This design comes from an exercise in tuning for small area on the open sky130 flow, not from production work. RTL that was checked went through simulation tests only; none was proved equivalent to the original. The flow treats the clock pin as an ideal source. Dropping or thinning the clock tree relies on that and would not hold on a real chip. No activity file was given, so power comes from the tool's default toggle rates.

==> inputs of sierra <==
==> flow/design.v <==
`default_nettype none
package ball_pkg;
	function automatic logic [18:0] wb_add18(input logic [17:0] a, input logic [17:0] b, input logic cin);
		logic c;
		c = cin;
		for (int i = 0; i < 18; i++) begin
			wb_add18[i] = a[i] ^ b[i] ^ c;
			c = (a[i] & b[i]) | (c & (a[i] ^ b[i]));
		end
		wb_add18[18] = c;
	endfunction
endpackage
`default_nettype wire
`timescale 1ns/10ps
`default_nettype none
module wb_axis #(
	parameter logic [17:0] START_RAW = 18'd0,
	parameter int          HIGH_EDGE = 0
) (
	input  logic        clk,
	input  logic        resetN,
	input  logic        pocket,
	input  logic        sof,
	input  logic        shot_valid,
	input  logic        slow_gift,
	input  logic        fast_gift,
	input  logic [12:0] shot,
	input  logic        dec,
	output logic [17:0] p_q,
	output logic [15:0] v_q
);
	logic [1:0]  blk_q;
	logic        s;
	logic        at_cushion, bounce;
	logic        stop_v;
	logic        fric;
	logic [15:0] r;
	logic [18:0] sum;
	logic [17:0] p_add;
	assign s = v_q[15];
	assign fric = sof & dec;
	assign at_cushion = ($signed(p_q) <= $signed(18'(30*64))) || ($signed(p_q) >= $signed(18'(HIGH_EDGE)));
	assign bounce = at_cushion && blk_q == 2'd0 && !pocket && !sof && !shot_valid && !slow_gift && !fast_gift;
	assign stop_v = (v_q[15:3] == 13'd0 && !(v_q[2] && v_q[1:0] != 2'd0)) || (v_q[15:2] == 14'h3fff);
	always_comb begin
		sum = ball_pkg::wb_add18({{2{s}}, v_q},
			{2'b00, {14{(fric & ~s) | bounce}}, (fric & s) | bounce, fric | bounce},
			!sof & slow_gift & s);
		r   = sum[15:0];
	end
	assign p_add = ball_pkg::wb_add18(p_q, {{2{s}}, v_q} & {18{sof}}, 1'b0);
	always_ff @(posedge clk or negedge resetN) begin
		if (!resetN) begin
			p_q   <= START_RAW;
			v_q   <= '0;
			blk_q <= '0;
		end else begin
			if (pocket) begin
				p_q <= START_RAW;
			end else begin
				p_q <= p_add[17:0];
			end
			if (pocket || (sof && stop_v)) begin
				v_q <= '0;
			end else if (!sof && shot_valid) begin
				v_q <= {{3{shot[12]}}, shot};
			end else if (!sof && slow_gift) begin
				v_q <= {r[15], r[15:1]};
			end else if (!sof && fast_gift) begin
				v_q <= {v_q[14:0], 1'b0};
			end else if (bounce) begin
				v_q <= ~r;
			end else begin
				v_q <= r;
			end
			if (bounce) blk_q <= 2'd1;
			else if (sof && blk_q != 2'd0) blk_q <= blk_q + 2'd1;
		end
	end
endmodule
module white_ball_motion (
	input  logic                     clk,
	input  logic                     resetN,
	input  logic                     start_of_frame,
	input  logic                     hit,
	input  logic                     can_cont,
	input  logic [11-1:0] cursor_x,
	input  logic [11-1:0] cursor_y,
	input  logic [4-1:0] power,
	input  logic                     pocket,
	input  logic                     fast_gift,
	input  logic                     slow_gift,
	output logic signed [12-1:0] pos_x,
	output logic signed [12-1:0] pos_y,
	output logic signed [16-1:0] speed_x,
	output logic signed [16-1:0] speed_y,
	output logic                     moving
);
	logic [17:0] px, py;
	logic [15:0] vx, vy;
	logic        req_level_q, req_q, shot_valid_q;
	logic        req_d;
	logic [12:0] xr_q, dy_q;    
	logic [3:0]  pow_q;
	logic [18:0] dx_s, dy_s;
	logic [12:0] m_d;
	logic [3:0]  m_p;
	logic [12:0] row0, row1, row2, row3;
	logic [18:0] acc1, acc2, acc3;
	logic [12:0] prod;
	logic        ovf, pos_ovf, neg_ovf;
	logic [12:0] m_sat;
	assign req_d = hit & can_cont & ~req_level_q;
	assign dx_s = ball_pkg::wb_add18({{6{px[17]}}, px[17:6]}, {7'h7f, ~cursor_x}, 1'b1);
	assign dy_s = ball_pkg::wb_add18({{6{py[17]}}, py[17:6]}, {7'h7f, ~cursor_y}, 1'b1);
	assign m_d = shot_valid_q ? dy_q : xr_q;
	assign m_p = pow_q;
	assign row0 = m_d & {13{m_p[0]}};
	assign row1 = {m_d[11:0], 1'b0} & {13{m_p[1]}};
	assign row2 = {m_d[10:0], 2'b0} & {13{m_p[2]}};
	assign row3 = {m_d[9:0], 3'b0} & {13{m_p[3]}};
	assign acc1 = ball_pkg::wb_add18({5'd0, row0}, {5'd0, row1}, 1'b0);
	assign acc2 = ball_pkg::wb_add18({5'd0, acc1[12:0]}, {5'd0, row2}, 1'b0);
	assign acc3 = ball_pkg::wb_add18({5'd0, acc2[12:0]}, {5'd0, row3}, 1'b0);
	assign prod = acc3[12:0];
	assign ovf = (m_p[1] && m_d[12] != m_d[11]) ||
	             (m_p[2] && m_d[12:10] != {3{m_d[12]}}) ||
	             (m_p[3] && m_d[12:9] != {4{m_d[12]}}) ||
	             (row0[12] == row1[12] && acc1[12] != row0[12]) ||
	             (acc1[12] == row2[12] && acc2[12] != acc1[12]) ||
	             (acc2[12] == row3[12] && acc3[12] != acc2[12]);
	assign pos_ovf = !m_d[12] && ovf;
	assign neg_ovf = m_d[12] && (ovf || prod == 13'h1000);
	assign m_sat   = pos_ovf ? 13'h0fff : neg_ovf ? 13'h1001 : prod;
	always_ff @(posedge clk or negedge resetN) begin
		if (!resetN) begin
			req_level_q  <= 1'b0;
			req_q        <= 1'b0;
			shot_valid_q <= 1'b0;
		end else begin
			req_level_q  <= hit & can_cont;
			req_q        <= req_d;
			shot_valid_q <= req_q;
		end
	end
	always_ff @(posedge clk) begin
		xr_q <= req_q ? m_sat : dx_s[12:0];
		if (req_d) begin
			dy_q  <= dy_s[12:0];
			pow_q <= power;
		end
	end
	logic        sx, sy;
	logic [14:0] ax, ay;
	logic [18:0] dif;
	logic        d_neg, d_zero, d_m1, d_p1;
	logic        dec_x, dec_y, dec_x_q, dec_y_q;
	assign sx = vx[15];
	assign sy = vy[15];
	assign ax = vx[14:0] ^ {15{sx}};
	assign ay = vy[14:0] ^ {15{sy}};
	assign dif = ball_pkg::wb_add18({3'b000, ax}, {3'b111, ~ay}, 1'b1);
	assign d_neg  = dif[15];
	assign d_zero = dif[15:0] == 16'd0;
	assign d_m1   = dif[15:0] == 16'hffff;
	assign d_p1   = dif[15:0] == 16'd1;
	always_comb begin
		case ({sx, sy})
			2'b10: begin
				dec_x = !d_neg || d_m1;
				dec_y = d_neg;
			end
			2'b01: begin
				dec_x = !d_neg && !d_zero;
				dec_y = d_neg || d_zero || d_p1;
			end
			default: begin
				dec_x = !d_neg;
				dec_y = d_neg || d_zero;
			end
		endcase
	end
	wb_axis #(
		.START_RAW (18'(280 * 64)),
		.HIGH_EDGE ((639 - 62) * 64)
	) u_x (
		.clk (clk), .resetN (resetN), .pocket (pocket), .sof (start_of_frame),
		.shot_valid (shot_valid_q), .slow_gift (slow_gift), .fast_gift (fast_gift),
		.shot (xr_q), .dec (dec_x_q), .p_q (px), .v_q (vx)
	);
	wb_axis #(
		.START_RAW (18'(185 * 64)),
		.HIGH_EDGE ((479 - 62) * 64)
	) u_y (
		.clk (clk), .resetN (resetN), .pocket (pocket), .sof (start_of_frame),
		.shot_valid (shot_valid_q), .slow_gift (slow_gift), .fast_gift (fast_gift),
		.shot (m_sat), .dec (dec_y_q), .p_q (py), .v_q (vy)
	);
	always_ff @(posedge clk or negedge resetN) begin
		if (!resetN) begin
			speed_x <= '0;
			speed_y <= '0;
			dec_x_q <= 1'b1;
			dec_y_q <= 1'b1;
		end else begin
			speed_x <= vx;
			speed_y <= vy;
			dec_x_q <= dec_x;
			dec_y_q <= dec_y;
		end
	end
	assign pos_x  = px[17:6];
	assign pos_y  = py[17:6];
	assign moving = |{speed_x, speed_y};
endmodule
`default_nettype wire
==> flow/flow/run.sh <==
#!/bin/bash
# Own layout flow: the standard ORFS flow with
#  - no ABC pass inside yosys synth before the adder extraction, and an
#    area-oriented ABC script for the combinational mapping (registers
#    are untouched: same synthesis script, same flops and names),
#  - the smallest buffer for the port buffers,
#  - a small hand-built clock tree (flow/mytree.tcl): one root buffer and
#    eight leaf buffers, balanced by construction.
set -euo pipefail
here=$(pwd)
rm -rf "$here/abc_scripts"
cp -r "$FLOW_HOME/scripts" "$here/abc_scripts"
cp "$here/flow/abc_area.script" "$here/abc_scripts/abc_area.script"
bash standard.sh SCRIPTS_DIR="$here/abc_scripts" ABC_AREA=1 SYNTH_ARGS=-noabc synth > "$here/synth.log" 2>&1
bash standard.sh \
  'BUFFER_PORTS_ARGS=-buffer_cell sky130_fd_sc_hd__buf_1' \
  "PRE_CTS_TCL=$here/flow/mytree.tcl" \
  finish > "$here/layout.log" 2>&1
==> flow/flow/abc_area.script <==
strash
&get -n
&deepsyn -T 60
&put
dch -f
amap
topo
==> flow/flow/mytree.tcl <==
# Used as PRE_CTS_TCL by run.sh.
# Manual clock tree: one root buffer driving 2^WB_CLK_LEVELS leaf buffers,
# each leaf driving the flops of one region (median splits, x then y).
proc wb_build_clock_tree {wb_levels wb_leaf wb_root} {
  set block [ord::get_db_block]
  set db [ord::get_db]
  set clknet [[$block findBTerm clk] getNet]
  set sinks {}
  foreach it [$clknet getITerms] {
    set inst [$it getInst]
    set loc [$inst getLocation]
    lappend sinks [list $it [lindex $loc 0] [lindex $loc 1]]
  }
  set n [llength $sinks]
  # split at the median, alternating x and y, WB_CLK_LEVELS times
  set groups [list $sinks]
  for {set l 0} {$l < $wb_levels} {incr l} {
    set idx [expr {$l % 2 == 0 ? 1 : 2}]
    set next {}
    foreach g $groups {
      set s [lsort -integer -index $idx $g]
      set h [expr {[llength $s] / 2}]
      lappend next [lrange $s 0 [expr {$h - 1}]] [lrange $s $h end]
    }
    set groups $next
  }
  set leafm [$db findMaster $wb_leaf]
  set rootm [$db findMaster $wb_root]
  set root [odb::dbInst_create $block $rootm "wb_clk_root"]
  set rootnet [odb::dbNet_create $block "wb_clk_root_net"]
  $rootnet setSigType CLOCK
  [$root findITerm A] connect $clknet
  [$root findITerm X] connect $rootnet
  set sx 0; set sy 0
  set i 0
  foreach g $groups {
    set leaf [odb::dbInst_create $block $leafm "wb_clk_leaf_$i"]
    set net [odb::dbNet_create $block "wb_clk_leaf_net_$i"]
    $net setSigType CLOCK
    [$leaf findITerm A] connect $rootnet
    [$leaf findITerm X] connect $net
    set gx 0; set gy 0
    foreach s $g {
      set it [lindex $s 0]
      $it disconnect
      $it connect $net
      incr gx [lindex $s 1]; incr gy [lindex $s 2]
    }
    set gx [expr {$gx / [llength $g]}]; set gy [expr {$gy / [llength $g]}]
    $leaf setLocation $gx $gy
    $leaf setPlacementStatus PLACED
    incr sx $gx; incr sy $gy
    incr i
  }
  $root setLocation [expr {$sx / $i}] [expr {$sy / $i}]
  $root setPlacementStatus PLACED
  puts "wb clock tree: $n sinks, $i leaves"
}

# upsize each leaf buffer whose output slew, estimated from the placement,
# is above max_slew (ns)
proc wb_upsize_slow_leaves {big max_slew} {
  set db [ord::get_db]
  set block [ord::get_db_block]
  set bigm [$db findMaster $big]
  set_propagated_clock [all_clocks]
  estimate_parasitics -placement
  foreach inst [$block getInsts] {
    if {![string match "wb_clk_leaf_*" [$inst getName]]} { continue }
    set s [get_property [get_pins [$inst getName]/X] slew_max_rise]
    if {$s > $max_slew} {
      $inst swapMaster $bigm
      puts "wb clock tree: [$inst getName] slew $s, upsized to $big"
    }
  }
}
wb_build_clock_tree 3 sky130_fd_sc_hd__clkbuf_8 sky130_fd_sc_hd__clkbuf_8
wb_upsize_slow_leaves sky130_fd_sc_hd__clkbuf_16 0.112

# the tree is built: the flow's clock_tree_synthesis call only marks the
# clock as propagated, as clock_tree_synthesis itself does
rename clock_tree_synthesis wb_unused_clock_tree_synthesis
proc clock_tree_synthesis {args} {
  set_propagated_clock [all_clocks]
}
==> flow/standard.sh <==
#!/bin/bash
# synth_recipe.tcl (not shown) runs the flow's synth.tcl, then flattens the netlist and writes it again
# the make line also repeats each setting of config.mk as NAME=value (left out here)
make -C /OpenROAD-flow-scripts/flow DESIGN_CONFIG=/design/flow/config.mk WORK_HOME=/design/flow/orfs CLKGATE_MAP_FILE= SYNTH_SCRIPT=/design/flow/synth_recipe.tcl "${@:-finish}"
==> flow/config.mk <==
export PLATFORM = sky130hd
export DESIGN_NAME = white_ball_motion
export DESIGN_NICKNAME = white_ball_motion
export VERILOG_FILES = /design/flow/design.v
export SDC_FILE = /design/flow/constraint.sdc
export NUM_CORES = 4
export LEC_CHECK = 0
export CAP_MARGIN = 20
export CORE_MARGIN = 2
export CORE_UTILIZATION = 40
export CTS_BUF_LIST = sky130_fd_sc_hd__clkbuf_4 sky130_fd_sc_hd__clkbuf_8
export SLEW_MARGIN = 20
==> flow/constraint.sdc <==
create_clock -name core_clock -period 10.0 [get_ports {clk}]
set_input_delay 2.0000 -clock core_clock [delete_from_list [all_inputs] [get_ports {clk}]]
set_output_delay 2.0000 -clock core_clock [all_outputs]
set_load 0.01 [all_outputs]
==> raven: changes against sierra <==
--- a/flow/design.v
+++ b/flow/design.v
@@ -34,6 +34,6 @@
 	logic        at_cushion, bounce;
 	logic        stop_v;
-	logic        fric;
-	logic [15:0] r;
+	logic        inv, fric;
+	logic [15:0] a, r;
 	logic [18:0] sum;
 	logic [17:0] p_add;
@@ -44,7 +44,8 @@
 	assign stop_v = (v_q[15:3] == 13'd0 && !(v_q[2] && v_q[1:0] != 2'd0)) || (v_q[15:2] == 14'h3fff);
 	always_comb begin
-		sum = ball_pkg::wb_add18({{2{s}}, v_q},
-			{2'b00, {14{(fric & ~s) | bounce}}, (fric & s) | bounce, fric | bounce},
-			!sof & slow_gift & s);
+		inv = bounce;
+		a   = v_q ^ {16{inv}};
+		sum = ball_pkg::wb_add18({2'b00, a}, {2'b00, {14{fric & ~s}}, fric & s, fric},
+			bounce | (!sof & slow_gift & s));
 		r   = sum[15:0];
 	end
@@ -69,6 +70,4 @@
 			end else if (!sof && fast_gift) begin
 				v_q <= {v_q[14:0], 1'b0};
-			end else if (bounce) begin
-				v_q <= ~r;
 			end else begin
 				v_q <= r;
@@ -155,9 +154,9 @@
 	logic [18:0] dif;
 	logic        d_neg, d_zero, d_m1, d_p1;
-	logic        dec_x, dec_y, dec_x_q, dec_y_q;
-	assign sx = vx[15];
-	assign sy = vy[15];
-	assign ax = vx[14:0] ^ {15{sx}};
-	assign ay = vy[14:0] ^ {15{sy}};
+	logic        dec_x, dec_y;
+	assign sx = speed_x[15];
+	assign sy = speed_y[15];
+	assign ax = speed_x[14:0] ^ {15{sx}};
+	assign ay = speed_y[14:0] ^ {15{sy}};
 	assign dif = ball_pkg::wb_add18({3'b000, ax}, {3'b111, ~ay}, 1'b1);
 	assign d_neg  = dif[15];
@@ -187,5 +186,5 @@
 		.clk (clk), .resetN (resetN), .pocket (pocket), .sof (start_of_frame),
 		.shot_valid (shot_valid_q), .slow_gift (slow_gift), .fast_gift (fast_gift),
-		.shot (xr_q), .dec (dec_x_q), .p_q (px), .v_q (vx)
+		.shot (xr_q), .dec (dec_x), .p_q (px), .v_q (vx)
 	);
 	wb_axis #(
@@ -195,5 +194,5 @@
 		.clk (clk), .resetN (resetN), .pocket (pocket), .sof (start_of_frame),
 		.shot_valid (shot_valid_q), .slow_gift (slow_gift), .fast_gift (fast_gift),
-		.shot (m_sat), .dec (dec_y_q), .p_q (py), .v_q (vy)
+		.shot (m_sat), .dec (dec_y), .p_q (py), .v_q (vy)
 	);
 	always_ff @(posedge clk or negedge resetN) begin
@@ -201,11 +200,7 @@
 			speed_x <= '0;
 			speed_y <= '0;
-			dec_x_q <= 1'b1;
-			dec_y_q <= 1'b1;
 		end else begin
 			speed_x <= vx;
 			speed_y <= vy;
-			dec_x_q <= dec_x;
-			dec_y_q <= dec_y;
 		end
 	end
==> flow/flow/run.sh (replaced) <==
#!/bin/bash
# Own layout flow: the standard ORFS flow with
#  - an area-oriented ABC script for the combinational mapping (registers
#    are untouched: same synthesis script, same flops and names),
#  - the smallest buffer for the port buffers,
#  - small clock buffers and no CTS dummy loads.
set -euo pipefail
here=$(pwd)
rm -rf "$here/abc_scripts"
cp -r "$FLOW_HOME/scripts" "$here/abc_scripts"
cp "$here/flow/abc_area.script" "$here/abc_scripts/abc_area.script"
bash standard.sh SCRIPTS_DIR="$here/abc_scripts" ABC_AREA=1 synth > "$here/synth.log" 2>&1
bash standard.sh \
  'BUFFER_PORTS_ARGS=-buffer_cell sky130_fd_sc_hd__buf_1' \
  'CTS_ARGS=-sink_clustering_enable -repair_clock_nets -buf_list {sky130_fd_sc_hd__clkbuf_4 sky130_fd_sc_hd__clkbuf_8} -dont_use_dummy_load' \
  finish > "$here/layout.log" 2>&1
==> flow/flow/abc_area.script (replaced) <==
strash
&get -n
&deepsyn -T 60
&put
dch -f
map -a
topo
removed: flow/flow/mytree.tcl
==> cedar: changes against sierra <==
==> flow/design.v, changed modules only <==
module wb_axis #(
	parameter logic [17:0] START_RAW = 18'd0,
	parameter int          HIGH_EDGE = 0
) (
	input  logic        clk,
	input  logic        resetN,
	input  logic        pocket,
	input  logic        sof,
	input  logic        shot_valid,
	input  logic        slow_gift,
	input  logic        fast_gift,
	input  logic [12:0] shot,
	input  logic        dec,
	output logic [17:0] p_q,
	output logic [15:0] v_q
);
	logic [1:0]  blk_q;
	logic        s;
	logic        at_cushion, bounce;
	logic        stop_v;
	logic        fric;
	logic [15:0] r;
	logic [18:0] sum;
	logic [17:0] p_add;
	assign s = v_q[15];
	assign fric = sof & dec;
	assign at_cushion = ($signed(p_q) <= $signed(18'(30*64))) || ($signed(p_q) >= $signed(18'(HIGH_EDGE)));
	assign bounce = at_cushion && blk_q == 2'd0 && !pocket && !sof && !shot_valid && !slow_gift && !fast_gift;
	assign stop_v = (v_q[15:3] == 13'd0 && !(v_q[2] && v_q[1:0] != 2'd0)) || (v_q[15:2] == 14'h3fff);
	always_comb begin
		sum = ball_pkg::wb_add18({{2{s}}, v_q},
			{2'b00, {14{(fric & ~s) | bounce}}, (fric & s) | bounce, fric | bounce},
			!sof & slow_gift & s);
		r   = sum[15:0];
	end
	logic sel_r, sel_nr, sel_h, sel_f, sel_s;
	logic [15:0] v_next;
	assign sel_s  = !pocket && !sof && shot_valid;
	assign sel_h  = !pocket && !sof && !shot_valid && slow_gift;
	assign sel_f  = !pocket && !sof && !shot_valid && !slow_gift && fast_gift;
	assign sel_nr = bounce;
	assign sel_r  = !pocket && (sof ? !stop_v : (!shot_valid && !slow_gift && !fast_gift && !bounce));
	assign v_next = ({16{sel_r}} & r) | ({16{sel_nr}} & ~r) | ({16{sel_h}} & {r[15], r[15:1]}) |
	                ({16{sel_f}} & {v_q[14:0], 1'b0}) | ({16{sel_s}} & {{3{shot[12]}}, shot});
	assign p_add = ball_pkg::wb_add18(p_q, {{2{s}}, v_q} & {18{sof}}, 1'b0);
	always_ff @(posedge clk or negedge resetN) begin
		if (!resetN) begin
			p_q   <= START_RAW;
			v_q   <= '0;
			blk_q <= '0;
		end else begin
			if (pocket) begin
				p_q <= START_RAW;
			end else begin
				p_q <= p_add[17:0];
			end
			v_q <= v_next;
			if (bounce) blk_q <= 2'd1;
			else if (sof && blk_q != 2'd0) blk_q <= blk_q + 2'd1;
		end
	end
endmodule
module white_ball_motion (
	input  logic                     clk,
	input  logic                     resetN,
	input  logic                     start_of_frame,
	input  logic                     hit,
	input  logic                     can_cont,
	input  logic [11-1:0] cursor_x,
	input  logic [11-1:0] cursor_y,
	input  logic [4-1:0] power,
	input  logic                     pocket,
	input  logic                     fast_gift,
	input  logic                     slow_gift,
	output logic signed [12-1:0] pos_x,
	output logic signed [12-1:0] pos_y,
	output logic signed [16-1:0] speed_x,
	output logic signed [16-1:0] speed_y,
	output logic                     moving
);
	logic [17:0] px, py;
	logic [15:0] vx, vy;
	logic        req_level_q, req_q, shot_valid_q;
	logic        req_d;
	logic [12:0] xr_q, mr_n_q;  
	logic [3:0]  pow_n_q;       
	logic [18:0] dx_s, dy_s;
	logic [12:0] m_d;
	logic [3:0]  m_p;
	logic [12:0] row0, row1, row2, row3;
	logic [18:0] acc1, acc2, acc3;
	logic [12:0] prod;
	logic        ovf, pos_ovf, neg_ovf;
	logic [12:0] m_sat;
	assign req_d = hit & can_cont & ~req_level_q;
	assign dx_s = ball_pkg::wb_add18({{6{px[17]}}, px[17:6]}, {7'h7f, ~cursor_x}, 1'b1);
	assign dy_s = ball_pkg::wb_add18({{6{py[17]}}, py[17:6]}, {7'h7f, ~cursor_y}, 1'b1);
	assign m_d = ~mr_n_q;
	assign m_p = ~pow_n_q;
	assign row0 = m_d & {13{m_p[0]}};
	assign row1 = {m_d[11:0], 1'b0} & {13{m_p[1]}};
	assign row2 = {m_d[10:0], 2'b0} & {13{m_p[2]}};
	assign row3 = {m_d[9:0], 3'b0} & {13{m_p[3]}};
	assign acc1 = ball_pkg::wb_add18({5'd0, row0}, {5'd0, row1}, 1'b0);
	assign acc2 = ball_pkg::wb_add18({5'd0, acc1[12:0]}, {5'd0, row2}, 1'b0);
	assign acc3 = ball_pkg::wb_add18({5'd0, acc2[12:0]}, {5'd0, row3}, 1'b0);
	assign prod = acc3[12:0];
	assign ovf = (m_p[1] && m_d[12] != m_d[11]) ||
	             (m_p[2] && m_d[12:10] != {3{m_d[12]}}) ||
	             (m_p[3] && m_d[12:9] != {4{m_d[12]}}) ||
	             (row0[12] == row1[12] && acc1[12] != row0[12]) ||
	             (acc1[12] == row2[12] && acc2[12] != acc1[12]) ||
	             (acc2[12] == row3[12] && acc3[12] != acc2[12]);
	assign pos_ovf = !m_d[12] && ovf;
	assign neg_ovf = m_d[12] && (ovf || prod == 13'h1000);
	assign m_sat   = (pos_ovf || neg_ovf) ? {neg_ovf, {11{pos_ovf}}, 1'b1} : prod;
	always_ff @(posedge clk or negedge resetN) begin
		if (!resetN) begin
			req_level_q  <= 1'b0;
			req_q        <= 1'b0;
			shot_valid_q <= 1'b0;
		end else begin
			req_level_q  <= hit & can_cont;
			req_q        <= req_d;
			shot_valid_q <= req_q;
		end
	end
	always_ff @(posedge clk) begin
		xr_q <= req_q ? m_sat : dx_s[12:0];
		mr_n_q <= ~(req_q ? xr_q : dy_s[12:0]);
		if (req_d) pow_n_q <= ~power;
	end
	logic        sx, same;
	logic [18:0] t;
	logic        t_neg, t_zero;
	logic        dec_x, dec_y, dec_x_q, dec_y_q;
	assign sx     = vx[15];
	assign same   = vx[15] ~^ vy[15];
	assign t      = ball_pkg::wb_add18({3'b000, vx[14:0]}, {3'b000, vy[14:0] ^ {15{same}}}, same);
	assign t_neg  = !t[15];
	assign t_zero = t[15] && t[14:0] == 15'd0;
	assign dec_x  = sx ? (t_neg || t_zero) : !t_neg;
	assign dec_y  = sx ? !t_neg : (t_neg || t_zero);
	wb_axis #(
		.START_RAW (18'(280 * 64)),
		.HIGH_EDGE ((639 - 62) * 64)
	) u_x (
		.clk (clk), .resetN (resetN), .pocket (pocket), .sof (start_of_frame),
		.shot_valid (shot_valid_q), .slow_gift (slow_gift), .fast_gift (fast_gift),
		.shot (m_sat), .dec (dec_x_q), .p_q (px), .v_q (vx)
	);
	wb_axis #(
		.START_RAW (18'(185 * 64)),
		.HIGH_EDGE ((479 - 62) * 64)
	) u_y (
		.clk (clk), .resetN (resetN), .pocket (pocket), .sof (start_of_frame),
		.shot_valid (shot_valid_q), .slow_gift (slow_gift), .fast_gift (fast_gift),
		.shot (xr_q), .dec (dec_y_q), .p_q (py), .v_q (vy)
	);
	always_ff @(posedge clk or negedge resetN) begin
		if (!resetN) begin
			speed_x <= '0;
			speed_y <= '0;
			dec_x_q <= 1'b1;
			dec_y_q <= 1'b1;
		end else begin
			speed_x <= vx;
			speed_y <= vy;
			dec_x_q <= dec_x;
			dec_y_q <= dec_y;
		end
	end
	assign pos_x  = px[17:6];
	assign pos_y  = py[17:6];
	assign moving = |{speed_x, speed_y};
endmodule
==> flow/flow/abc_area.script (replaced) <==
strash
&get -n
&deepsyn -T 60
&put
dch -f
amap
topo
stime -c
buffer -c
upsize -c
dnsize -c
PLACE_DENSITY = 0.8   (was not set)
==> summary of the runs <==
- sierra completed with no timing, DRC or antenna violations. raven completed, yet does not pass: negative setup slack. cedar completed with no timing, DRC or antenna violations.
- The lowest wire length belongs to cedar, the highest to raven.
- Worst setup slack, lowest first: raven, cedar, sierra.
- Sequential share of layout area: sierra is higher than raven (2.3 points).
- The highest first-iteration DRC count belongs to cedar, the lowest to sierra.
- Between cedar and raven, the lower synthesized cell count is in cedar (gap 12%, measured against raven).
- Sequential power is about the same in raven and sierra.
==> figures <==
	sierra	cedar	raven
Result of the run	timing/DRC/antenna clean	timing/DRC/antenna clean	complete, but fails checks
Violated checks	-	-	negative setup slack
Area of the multi-input gates	5350 um2	5040 um2	5470 um2
Endpoint, Worst Hold	u_x.v_q[10]$_DFF_PN0_	u_x.blk_q[0]$_DFFE_PN0P_	speed_y[12]$_DFF_PN0_
Final area over synthesized area	1.101x	1.080x	1.142x
Util after Layout	0.447	0.438	0.468
X dimension of the die	158 um	155 um	159 um
Most common library cell in the layout ignoring fill and taps	nor2_1	fa_1	clkinv_1
Via density per instance	5.57	5.76	5.18
Clock edge transition at the registers on the reported setup and hold paths	0.11 ns	0.10 ns	0.08 ns
Slew at the pin with the worst max-slew slack	1.14 ns	0.814 ns	0.903 ns
Startpoint of the worst setup timing path	slow_gift	pocket	speed_x[0]$_DFF_PN0_
Tapcells	319	285	319
Clock network power consumption	311 uW	281 uW	335 uW
The RTL of raven was laid out without a check of its function. The clock cells of sierra and cedar come from the design's own scripts or RTL, not from TritonCTS.

port drivers added, routing unchanged:
The results above use ideal ports. As a check the final layouts listed here were re-extracted and re-timed, cells and wires unchanged. Step 1 sets driving cells, clkbuf_16 on the clock port and buf_2 on the other inputs (assumed; they add their load-dependent delay and slew). Step 2 moves the port delays by t, midway between the first and last clock arrival at a register: inputs arrive t later, outputs are due t later. That takes back most of the time a late clock gives input paths. Slacks: no drivers / after step 1 / after step 2; pairs: no drivers / after step 1.
| run | shift t [ns] | setup WS [ns] | latest minus earliest clock arrival (ns) | slew at the worst register clock pin (ns) | worst data-port slew with drivers (ns) |
|---|---|---|---|---|---|
| sierra | 0.497 | 0.516 / 0.533 / 0.036 | 0.028 / 0.028 | 0.11 / 0.11 | 0.04 |
| raven | 0.477 | -2.325 / -2.325 / -2.325 | 0.031 / 0.032 | 0.08 / 0.08 | 0.04 |
| cedar | 0.456 | 0.358 / 0.375 / -0.081 | 0.024 / 0.025 | 0.11 / 0.11 | 0.04 |
Met with ideal ports but missed after step 2: setup timing in cedar. The setup slack of sierra, which loses most, moves by +0.017 ns with the drivers and by -0.480 ns with both steps.
